This is an optimization exercise on Yosys and OpenROAD, whose aim is small area, a short achievable clock period and few clock cycles, not a production implementation.
In this exercise RTL edits were held to simulation tests only and were not proved equivalent to the original.

## flow/design.v (module list and top-level ports; edited modules follow where they fit)
// module fix_sq: 778 lines
// module fix_mul: 1318 lines
// module fix_recode: 50 lines
// module objective_unit: 19 lines
// module vector_unit: 16 lines
// module lbfgs_ctrl: 228 lines
// module lbfgs_top: 83 lines
module lbfgs_top (
    input  logic                  clk,
    input  logic                  rst_LBFGS,
    input  logic                  in_valid,
    output logic                  in_ready,
    input  logic [127:0]          in_x,
    input  logic                  cfg_we,
    input  logic [1:0]            cfg_addr,
    input  logic [63:0]           cfg_data,
    output logic                  res_valid,
    input  logic                  res_ready,
    output logic [166:0]          res
);
  // ...
==> flow/run.sh <==
#!/bin/bash
# synth_recipe.tcl (not shown) runs the flow's synth.tcl, then flattens the netlist and writes it again
# the make line also repeats each setting of config.mk as NAME=value (left out here)
make -C /OpenROAD-flow-scripts/flow DESIGN_CONFIG=/design/flow/config.mk WORK_HOME=/design/flow/orfs CLKGATE_MAP_FILE= SYNTH_SCRIPT=/design/flow/synth_recipe.tcl finish
==> flow/config.mk <==
export PLATFORM = sky130hd
export DESIGN_NAME = lbfgs_top
export DESIGN_NICKNAME = lbfgs_top
export VERILOG_FILES = /design/flow/design.v
export SDC_FILE = /design/flow/constraint.sdc
export NUM_CORES = 4
export LEC_CHECK = 0
export ABC_AREA = 1
export CAP_MARGIN = 20
export CORE_MARGIN = 2
export CORE_UTILIZATION = 40
export SLEW_MARGIN = 20
==> flow/constraint.sdc <==
create_clock -name core_clock -period 23.0 [get_ports {clk}]
set_input_delay 4.6000 -clock core_clock [delete_from_list [all_inputs] [get_ports {clk}]]
set_output_delay 4.6000 -clock core_clock [all_outputs]
set_load 0.01 [all_outputs]
==> results.sh, run 1 <==
export IMPL_fmax_mhz=85.4
export IMPL_grt_max_degree=136
export IMPL_highest_layer="met5"
export IMPL_layout_setup_ws_ps=11290
export IMPL_detail_route_vias_per_cell=6.02
export IMPL_critical_path_class="flip-flop to flip-flop"
export IMPL_postSynthAreaPerCell_um2=7.86
export IMPL_ant_nets=0
export IMPL_synth_common_cells="inv_1 (9,142), nand2_1 (7,165), fa_1 (5,828)"
export IMPL_violatedChecks="max-capacitance violations, max-slew violations"
export IMPL_cp_slowest_cell="buf_4"
export IMPL_worst_slew_pin_slew_ps=1510
export IMPL_cts_max_level=4
export IMPL_nWellTaps=12100
export IMPL_multi_input_area_share_pct=72.0
export IMPL_synth_seq_cells=1725
export IMPL_clock_cell_area_share_pct=2.04
export IMPL_final_common_cell="inv_1"
export IMPL_seq_cells=1725
export IMPL_ctsLongestPathBuffers=4
export IMPL_yosys_warnings=1
export IMPL_synth_most_common_cell="inv_1"
export IMPL_clk_pin_slew_ps=60
export IMPL_cap_violations=1
export IMPL_rows=350
export IMPL_fin_crit_ps=11710
export IMPL_die_w_um=959
export IMPL_finalMaxSlewViolations=16
export IMPL_synth_compound_area_share_pct=12.9
export IMPL_worstPathArrival_ps=12690
export IMPL_status="finished with violations"
export IMPL_clock_latency_ps=1180
export IMPL_path_buf_inv=13
export IMPL_ys_types=82
export IMPL_end_kind="flip-flop"
export IMPL_hold_path_endpoint="ctrl_i.step3[114]"
export IMPL_io_buffer_count=367
export IMPL_drc=0
Testbench counts, summed over its fixed seeds: cycles 11,025.
==> module objective_unit, before the edit <==
module objective_unit (
    input  logic [31:0] e,
    input  logic [31:0] sr,
    input  logic        sneg,
    input  logic [15:0] w_one,
    input  logic [15:0] w_two,
    input  logic [15:0] w_neg,
    output logic [31:0] step,
    output logic [31:0] diff,
    output logic [31:0] sq,
    output logic [31:0] grad
);
    logic [31:0] sx;
    assign sx   = sneg ? ~sr : sr;
    assign step = sx + {31'd0, sneg};
    assign diff = e + sx + {31'd0, sneg};
    fix_sq  sq_i   (.a(diff), .y(sq));
    fix_mul grad_i (.a({diff[30:0], 1'b0}), .one(w_one), .two(w_two), .neg(w_neg), .y(grad));
endmodule
==> module lbfgs_ctrl, before the edit <==
module lbfgs_ctrl (
    input  logic          clk,
    input  logic          rst_LBFGS,
    input  logic          in_valid,
    output logic          in_ready,
    input  logic [127:0]  in_x,
    input  logic          cfg_we,
    input  logic [1:0]    cfg_addr,
    input  logic [63:0]   cfg_data,
    output logic          res_valid,
    input  logic          res_ready,
    output logic [166:0]  res,
    output logic [63:0]   w_one,
    output logic [63:0]   w_two,
    output logic [63:0]   w_neg,
    output logic [127:0]  m_mem,
    output logic [127:0]  e1,
    output logic [127:0]  sr1,
    output logic          sneg1,
    input  logic [127:0]  step1,
    input  logic [127:0]  diff1,
    input  logic [127:0]  sq1,
    input  logic [127:0]  grad1,
    output logic [127:0]  sq2,
    output logic [127:0]  grad2,
    input  logic [127:0]  term2,
    input  logic [127:0]  gsq_n2,
    input  logic [3:0]    g_lo_zero2
);
    logic [1:0]   state;
    logic [5:0]   iter;
    logic         conv;
    logic [127:0] x;
    logic [31:0]  f_cur;
    logic [31:0]  bdir;
    logic [3:0]   k1;
    logic         init1;
    logic         v2;
    logic [3:0]   k2;
    logic         init2;
    logic [127:0] step2;
    logic         v3;
    logic [3:0]   k3;
    logic         init3;
    logic [127:0] step3;
    logic [127:0] term3;
    logic [127:0] gsq_n3;
    logic [3:0]   g_lo_zero3;
    logic [127:0] grad3;
    logic [127:0] xt3;
    logic [31:0]  ft;
    logic [31:0]  slope;
    logic [31:0]  f_lim3;
    logic [31:0]  f_lim2;
    logic [31:0]  b_new;
    logic [31:0]  b2;
    logic [31:0]  f_diff;
    logic         accept;
    logic         f_small;
    logic         grad_small;
    logic         guess1;
    logic         guess3;
    logic         mispred;
    logic         finish;
    logic [127:0] e_ok;
    logic [127:0] sr_ok;
    logic         sneg_ok;
    logic [3:0]   k_ok;
    logic [127:0] e_mp;
    logic [127:0] sr_mp;
    logic         sneg_mp;
    logic [3:0]   k_mp;
    logic [63:0]  cfg_one;
    logic [63:0]  cfg_two;
    logic [63:0]  cfg_neg;
    assign in_ready  = (state == lbfgs_pkg::st_idle);
    assign res_valid = (state == lbfgs_pkg::st_done);
    assign res       = {x, f_cur, iter, conv};
    assign guess1 = init1 || (k1 != 4'd0);
    assign guess3 = init3 || (k3 != 4'd0);
    assign ft = term3[31:0] + term3[63:32] + term3[95:64] + term3[127:96];
    assign slope = gsq_n3[31:0] + gsq_n3[63:32] + gsq_n3[95:64] + gsq_n3[127:96]
                   + {31'd0, g_lo_zero3[0]} + {31'd0, g_lo_zero3[1]}
                   + {31'd0, g_lo_zero3[2]} + {31'd0, g_lo_zero3[3]};
    assign accept = init3 || ($signed(ft) <= $signed(f_lim3));
    assign b_new = $signed(slope) >>> 2;
    assign b2    = $signed(bdir) >>> k2;
    always_comb begin
        if (v3 && accept) begin
            f_lim2 = ft + b_new;
        end else begin
            f_lim2 = f_cur + b2;
        end
    end
    assign f_diff = ft - f_cur;
    assign f_small = ($signed(f_diff) <= $signed(lbfgs_pkg::eps_f))
                     && ($signed(f_diff) >= -$signed(lbfgs_pkg::eps_f));
    always_comb begin
        grad_small = 1'b1;
        for (int i = 0; i < lbfgs_pkg::num_elements; i++) begin
            if ($signed(grad3[i*32 +: 32]) > $signed(lbfgs_pkg::eps_g)
                    || $signed(grad3[i*32 +: 32]) < -$signed(lbfgs_pkg::eps_g)) begin
                grad_small = 1'b0;
            end
        end
    end
    assign mispred = v3 && (accept != guess3);
    assign finish  = v3 && ((accept && !init3 && (f_small || grad_small
                                                  || iter == 6'(lbfgs_pkg::max_iter)))
                            || (!accept && k3 == lbfgs_pkg::k_last));
    always_comb begin
        for (int i = 0; i < lbfgs_pkg::num_elements; i++) begin
            xt3[i*32 +: 32] = x[i*32 +: 32] + step3[i*32 +: 32];
            if (guess1) begin
                e_ok[i*32 +: 32]  = diff1[i*32 +: 32];
                sr_ok[i*32 +: 32] = grad1[i*32 +: 32];
            end else begin
                e_ok[i*32 +: 32]  = e1[i*32 +: 32];
                sr_ok[i*32 +: 32] = $signed(step1[i*32 +: 32]) >>> 1;
            end
            if (!guess3) begin
                e_mp[i*32 +: 32]  = x[i*32 +: 32] + step3[i*32 +: 32] - m_mem[i*32 +: 32];
                sr_mp[i*32 +: 32] = grad3[i*32 +: 32];
            end else begin
                e_mp[i*32 +: 32]  = x[i*32 +: 32] - m_mem[i*32 +: 32];
                sr_mp[i*32 +: 32] = $signed(step3[i*32 +: 32]) >>> 1;
            end
        end
    end
    assign sneg_ok = guess1;
    assign k_ok    = guess1 ? 4'd0 : k1 + 4'd1;
    assign sneg_mp = !guess3;
    assign k_mp    = guess3 ? k3 + 4'd1 : 4'd0;
    fix_recode cfg_rec_i (.b(cfg_data[63:32]), .one(cfg_one[15:0]), .two(cfg_two[15:0]),
                          .neg(cfg_neg[15:0]));
    always_ff @(posedge clk) begin
        if (!rst_LBFGS) begin
            w_one <= '0;
            w_two <= '0;
            w_neg <= '0;
            m_mem <= '0;
        end else if (cfg_we) begin
            w_one[cfg_addr*16 +: 16] <= cfg_one[15:0];
            w_two[cfg_addr*16 +: 16] <= cfg_two[15:0];
            w_neg[cfg_addr*16 +: 16] <= cfg_neg[15:0];
            m_mem[cfg_addr*32 +: 32] <= cfg_data[31:0];
        end
    end
    assign cfg_one[63:16] = '0;
    assign cfg_two[63:16] = '0;
    assign cfg_neg[63:16] = '0;
    always_ff @(posedge clk) begin
        sq2        <= sq1;
        grad2      <= grad1;
        step2      <= step1;
        k2         <= k1;
        init2      <= init1;
        term3      <= term2;
        gsq_n3     <= gsq_n2;
        g_lo_zero3 <= g_lo_zero2;
        grad3      <= grad2;
        step3      <= step2;
        k3         <= k2;
        init3      <= init2;
        f_lim3     <= f_lim2;
    end
    always_ff @(posedge clk) begin
        if (!rst_LBFGS) begin
            state <= lbfgs_pkg::st_idle;
            v2    <= 1'b0;
            v3    <= 1'b0;
        end else begin
            case (state)
                lbfgs_pkg::st_idle: begin
                    if (in_valid) begin
                        x     <= in_x;
                        for (int i = 0; i < lbfgs_pkg::num_elements; i++) begin
                            e1[i*32 +: 32] <= in_x[i*32 +: 32] - m_mem[i*32 +: 32];
                        end
                        sr1   <= '0;
                        sneg1 <= 1'b0;
                        k1    <= '0;
                        init1 <= 1'b1;
                        v2    <= 1'b0;
                        v3    <= 1'b0;
                        iter  <= 6'd1;
                        state <= lbfgs_pkg::st_run;
                    end
                end
                lbfgs_pkg::st_run: begin
                    if (v3 && accept) begin
                        x     <= xt3;
                        f_cur <= ft;
                        bdir  <= b_new;
                    end
                    if (finish) begin
                        conv  <= accept && (f_small || grad_small);
                        state <= lbfgs_pkg::st_done;
                    end else if (v3 && accept && !init3) begin
                        iter <= iter + 6'd1;
                    end
                    init1 <= 1'b0;
                    if (mispred) begin
                        e1    <= e_mp;
                        sr1   <= sr_mp;
                        sneg1 <= sneg_mp;
                        k1    <= k_mp;
                    end else begin
                        e1    <= e_ok;
                        sr1   <= sr_ok;
                        sneg1 <= sneg_ok;
                        k1    <= k_ok;
                    end
                    v2 <= !mispred;
                    v3 <= !mispred && v2;
                end
                lbfgs_pkg::st_done: begin
                    if (res_ready) begin
                        state <= lbfgs_pkg::st_idle;
                    end
                end
                default: begin
                    state <= lbfgs_pkg::st_idle;
                end
            endcase
        end
    end
endmodule
==> module lbfgs_top, before the edit <==
module lbfgs_top (
    input  logic                  clk,
    input  logic                  rst_LBFGS,
    input  logic                  in_valid,
    output logic                  in_ready,
    input  logic [127:0]          in_x,
    input  logic                  cfg_we,
    input  logic [1:0]            cfg_addr,
    input  logic [63:0]           cfg_data,
    output logic                  res_valid,
    input  logic                  res_ready,
    output logic [166:0]          res
);
    logic [63:0]  w_one;
    logic [63:0]  w_two;
    logic [63:0]  w_neg;
    logic [127:0] m_mem;
    logic [127:0] e1;
    logic [127:0] sr1;
    logic         sneg1;
    logic [127:0] step1;
    logic [127:0] diff1;
    logic [127:0] sq1;
    logic [127:0] grad1;
    logic [127:0] sq2;
    logic [127:0] grad2;
    logic [127:0] term2;
    logic [127:0] gsq_n2;
    logic [3:0]   g_lo_zero2;
    lbfgs_ctrl ctrl_i (
        .clk        (clk),
        .rst_LBFGS  (rst_LBFGS),
        .in_valid   (in_valid),
        .in_ready   (in_ready),
        .in_x       (in_x),
        .cfg_we     (cfg_we),
        .cfg_addr   (cfg_addr),
        .cfg_data   (cfg_data),
        .res_valid  (res_valid),
        .res_ready  (res_ready),
        .res        (res),
        .w_one      (w_one),
        .w_two      (w_two),
        .w_neg      (w_neg),
        .m_mem      (m_mem),
        .e1         (e1),
        .sr1        (sr1),
        .sneg1      (sneg1),
        .step1      (step1),
        .diff1      (diff1),
        .sq1        (sq1),
        .grad1      (grad1),
        .sq2        (sq2),
        .grad2      (grad2),
        .term2      (term2),
        .gsq_n2     (gsq_n2),
        .g_lo_zero2 (g_lo_zero2)
    );
    for (genvar i = 0; i < 4; i++) begin : lane
        objective_unit s1_i (
            .e     (e1[i*32 +: 32]),
            .sr    (sr1[i*32 +: 32]),
            .sneg  (sneg1),
            .w_one (w_one[i*16 +: 16]),
            .w_two (w_two[i*16 +: 16]),
            .w_neg (w_neg[i*16 +: 16]),
            .step  (step1[i*32 +: 32]),
            .diff  (diff1[i*32 +: 32]),
            .sq    (sq1[i*32 +: 32]),
            .grad  (grad1[i*32 +: 32])
        );
        vector_unit s2_i (
            .sq        (sq2[i*32 +: 32]),
            .grad      (grad2[i*32 +: 32]),
            .w_one     (w_one[i*16 +: 16]),
            .w_two     (w_two[i*16 +: 16]),
            .w_neg     (w_neg[i*16 +: 16]),
            .term      (term2[i*32 +: 32]),
            .gsq_n     (gsq_n2[i*32 +: 32]),
            .g_lo_zero (g_lo_zero2[i])
        );
    end
endmodule
==> run 2, diff against run 1 <==
--- a/flow/design.v
+++ b/flow/design.v
@@ -2161,3 +2161,3 @@
     input  logic [31:0] sr,
-    input  logic        sneg,
+    input  logic        cin,
     input  logic [15:0] w_one,
@@ -2170,8 +2170,8 @@
 );
-    logic [31:0] sx;
-    assign sx   = sneg ? ~sr : sr;
-    assign step = sx + {31'd0, sneg};
-    assign diff = e + sx + {31'd0, sneg};
+    logic [31:0] diff2;
+    assign step  = sr + {31'd0, cin};
+    assign diff  = e + sr + {31'd0, cin};
+    assign diff2 = {e[30:0], 1'b0} + {sr[30:0], 1'b0} + {30'd0, cin, 1'b0};
     fix_sq  sq_i   (.a(diff), .y(sq));
-    fix_mul grad_i (.a({diff[30:0], 1'b0}), .one(w_one), .two(w_two), .neg(w_neg), .y(grad));
+    fix_mul grad_i (.a(diff2), .one(w_one), .two(w_two), .neg(w_neg), .y(grad));
 endmodule
@@ -2211,3 +2211,3 @@
     output logic [127:0]  sr1,
-    output logic          sneg1,
+    output logic          cin1,
     input  logic [127:0]  step1,
@@ -2259,3 +2259,3 @@
     logic [127:0] sr_ok;
-    logic         sneg_ok;
+    logic         cin_ok;
     logic [3:0]   k_ok;
@@ -2263,3 +2263,3 @@
     logic [127:0] sr_mp;
-    logic         sneg_mp;
+    logic         cin_mp;
     logic [3:0]   k_mp;
@@ -2308,3 +2308,3 @@
                 e_ok[i*32 +: 32]  = diff1[i*32 +: 32];
-                sr_ok[i*32 +: 32] = grad1[i*32 +: 32];
+                sr_ok[i*32 +: 32] = ~grad1[i*32 +: 32];
             end else begin
@@ -2315,3 +2315,3 @@
                 e_mp[i*32 +: 32]  = x[i*32 +: 32] + step3[i*32 +: 32] - m_mem[i*32 +: 32];
-                sr_mp[i*32 +: 32] = grad3[i*32 +: 32];
+                sr_mp[i*32 +: 32] = ~grad3[i*32 +: 32];
             end else begin
@@ -2322,5 +2322,5 @@
     end
-    assign sneg_ok = guess1;
+    assign cin_ok  = guess1;
     assign k_ok    = guess1 ? 4'd0 : k1 + 4'd1;
-    assign sneg_mp = !guess3;
+    assign cin_mp  = !guess3;
     assign k_mp    = guess3 ? k3 + 4'd1 : 4'd0;
@@ -2373,3 +2373,3 @@
                         sr1   <= '0;
-                        sneg1 <= 1'b0;
+                        cin1  <= 1'b0;
                         k1    <= '0;
@@ -2398,3 +2398,3 @@
                         sr1   <= sr_mp;
-                        sneg1 <= sneg_mp;
+                        cin1  <= cin_mp;
                         k1    <= k_mp;
@@ -2403,3 +2403,3 @@
                         sr1   <= sr_ok;
-                        sneg1 <= sneg_ok;
+                        cin1  <= cin_ok;
                         k1    <= k_ok;
@@ -2440,3 +2440,3 @@
     logic [127:0] sr1;
-    logic         sneg1;
+    logic         cin1;
     logic [127:0] step1;
@@ -2468,3 +2468,3 @@
         .sr1        (sr1),
-        .sneg1      (sneg1),
+        .cin1       (cin1),
         .step1      (step1),
@@ -2483,3 +2483,3 @@
             .sr    (sr1[i*32 +: 32]),
-            .sneg  (sneg1),
+            .cin   (cin1),
             .w_one (w_one[i*16 +: 16]),
==> run 2 against run 1 <==
Now clean on timing, DRC and antenna. Sequential cell count unchanged. Largest cell class unchanged. Synthesized area up 0.88%. First-iteration DRC count down 6.2%.
==> results.sh, run 2 <==
export IMPL_holdBufCountCts=0
export IMPL_drive_gt1_share_pct=4.51
export IMPL_yosys_warnings=1
export IMPL_synthArstFlopShare_pct=0
export IMPL_die_height_um=963
export IMPL_wirelength_um=1790000
export IMPL_rsz0062_at_grt="no"
export IMPL_max_slew_margin_rel_pct=11.5
export IMPL_r2r_start="ctrl_i.cin1"
export IMPL_synth_common_cells="inv_1 (9,057), nand2_1 (7,229), fa_1 (5,951)"
export IMPL_grtUsageTotal_pct=37.6
export IMPL_cts_resized=0
export IMPL_die_w_um=963
export IMPL_synth_most_common_cell="inv_1"
export IMPL_crit_path_max_fanout=31
export IMPL_antenna_found_initial=173
export IMPL_grt_pass1_vias=353000
export IMPL_yosysTopAreaCellShare_pct=32.4
export IMPL_syn2layout_area_growth_pct=7.12
export IMPL_clock_skew_ps=138
export IMPL_critPathLaunch="ctrl_i.cin1"
export IMPL_synth_top_cell_by_area="fa_1"
export IMPL_tns_ps=0
export IMPL_drt_pass1_iter_count=10
export IMPL_grt_max_degree=81
export IMPL_hold_path_endpoint="ctrl_i.step3[45]"
export IMPL_dp_cells=57400
export IMPL_synth_seq_area_share_pct=10.6
export IMPL_drc=0
export IMPL_hp_start="ctrl_i.step2[45]"
export IMPL_cts_root_buf="clkbuf_16"
export IMPL_final_nets=53700
export IMPL_hold_viol_final=0
export IMPL_end_kind="flip-flop"
export IMPL_initial_utilization_pct=40.1
export IMPL_critical_path_class="flip-flop to flip-flop"
export IMPL_core_area_mm2=0.918
export IMPL_cp_slowest_cell="o21ai_0"
export IMPL_syn_nets=54700
export IMPL_grt_ovfl_total=0
export IMPL_rrSetupSlack_ps=11880
export IMPL_setup_viol=0
export IMPL_synth_area_top_cells="fa_1 (32%), xor2_1 (10%), inv_1 (9.2%)"
export IMPL_rows=352
export IMPL_detail_route_vias_per_cell=5.95
export IMPL_worstPathArrival_ps=11840
export IMPL_synth_seq_cells=1725
export IMPL_io_buffer_count=367
export IMPL_boundaryPins=368
export IMPL_fmax_mhz=89.9
export IMPL_crit_path_start_kind="flip-flop"
export IMPL_cts_sinks=1725
export IMPL_finalMaxSlewViolations=0
export IMPL_cpMostUsedCell="nand2_1"
export IMPL_stdcell_count=58000
export IMPL_min_period_over_period_pct=48.4
export IMPL_dieArea_mm2=0.928
export IMPL_cap_violations=0
export IMPL_worstPathRequired_ps=23720
export IMPL_final_cell_mix="inv_1 (8,994), nand2_1 (7,205), fa_1 (5,950)"
export IMPL_synth_ff_type="dfxtp_1"
export IMPL_cts_tree="yes"
export IMPL_grt_first_pass_wirelength_um=2540000
export IMPL_cts_max_level=4
export IMPL_slowest_delay_ps=1000
export IMPL_syn_instance_count=46400
export IMPL_syn_area_mm2=0.368
export IMPL_numCtsBuffers=224
export IMPL_ys_types=88
export IMPL_final_common_cell="inv_1"
export IMPL_vias=345000
export IMPL_gp_congestion=1.01
export IMPL_ctsLongestPathBuffers=4
export IMPL_synth_edff_count=459
export IMPL_worst_slew_pin_slew_ps=1320
export IMPL_hpwlAfterDp_um=1320000
export IMPL_fin_crit_ps=11120
export IMPL_status="complete, no violations"
export IMPL_drtIter0Drc=42400
export IMPL_min_path_cells=0
export IMPL_ant_nets=0
export IMPL_r2r_worst_path_cells=43
export IMPL_postSynthAreaPerCell_um2=7.94
export IMPL_wl_per_cell_um=30.9
export IMPL_r2r_end="ctrl_i.sr1[25]"
export IMPL_cts_setup_buffers=0
export IMPL_fillers=92700
export IMPL_clk_pin_slew_ps=70
export IMPL_hold_class="flip-flop to flip-flop"
export IMPL_clock_latency_ps=1070
run 2: cell count changes after synthesis, moves of 114 or more:
cell,previous run,this run
buf_1,560,397
fa_1,5828,5951
ha_1,2062,2178
nor2_1,2825,2587
o211ai_1,104,218
o21ai_0,1464,1350
run 2: worst max-delay path by stage:
stage | slack (ps) | to | depth (start not counted)
CTS | 12240 | ctrl_i.sr1[25] | 43
finish | 11880 | ctrl_i.sr1[25] | 43
detailed placement | 12280 | ctrl_i.sr1[25] | 43
global route | 11580 | ctrl_i.sr1[25] | 43
global placement | 12090 | ctrl_i.sr1[25] | 43
floorplan | 5070 | ctrl_i.x[0] | 5
run 2: cell type report:
cell class / count / area, um2 / share of cell area (%)
sequential: 1725 / 39200 / 9.93
tap: 12200 / 15300 / 3.87
inverter: 9316 / 35000 / 8.88
antenna: 158 / 395 / 0.100
clock inverter: 123 / 1420 / 0.360
clock buffer: 295 / 6530 / 1.66
timing repair buffer: 1411 / 11500 / 2.92
multi-input combinational: 32700 / 285000 / 72.3
run 2: kinds of logic after synthesis:
group	after synthesis	share of synthesized area, %
buf+inv	11900	12.2
simple gates	11500	12.6
compound gates	8151	13.0
fa+ha+maj	8129	39.8
xor+xnor	4911	11.7
flops	1725	10.6
mux	18	0.0517
run 2: per-layer routing:
layer | track usage (%) | up-vias | part of all wire [%]
li1 | - | 144000 | -
met1 | 47.2 | 171000 | 37
met2 | 54.2 | 24200 | 41
met3 | 13.6 | 6531 | 14
met4 | 25.0 | 88 | 8.5
met5 | 0.242 | - | 0.035
run 2: worst max-delay path, delay by kind of cell, from the launching register on:
| kind | cells | cell delay (ps) |
|---|---|---|
| flip-flops | 1 | 530 |
| AND/OR/NAND/NOR | 15 | 1660 |
| XOR/XNOR | 2 | 490 |
| buffers and inverters | 10 | 1470 |
| adder cells (fa/ha/maj) | 10 | 4850 |
| AO/OA/AOI/OAI | 6 | 1800 |
run 2: per-stage QoR:
step                setup slack (ps)  instance area (um2)  hold WS [ps]  utilization, %
finish                         11880               394000           294            43.0
global route                   11580               394000           302            42.9
CTS                            12240               394000           289            42.9
detailed placement             12280               386000           312            42.0
global placement               12090               386000           310            42.0
floorplan                       5070               368000           310               -
Testbench counts of run 2, summed over its fixed seeds: cycles 11,025.

-- static timing again, ports no longer ideal --
The results above use ideal ports. As a check the final layouts listed here were re-extracted and re-timed, cells and wires unchanged. Step 1 assumes that a clkbuf_16 drives the clock port and a buf_2 every other input. Step 2 also shifts input and output timing later by t, the mid clock arrival at the registers, as if the neighbouring blocks saw the same clock. Slacks: no drivers / after step 1 / after step 2; pairs: no drivers / after step 1.
run	shift t [ns]	slack for setup (ns)	worst register clock-pin slew, ns
run 1	1.243	11.290 / 11.290 / 11.290	0.08 / 0.08
run 2	1.152	11.879 / 11.879 / 11.879	0.09 / 0.09
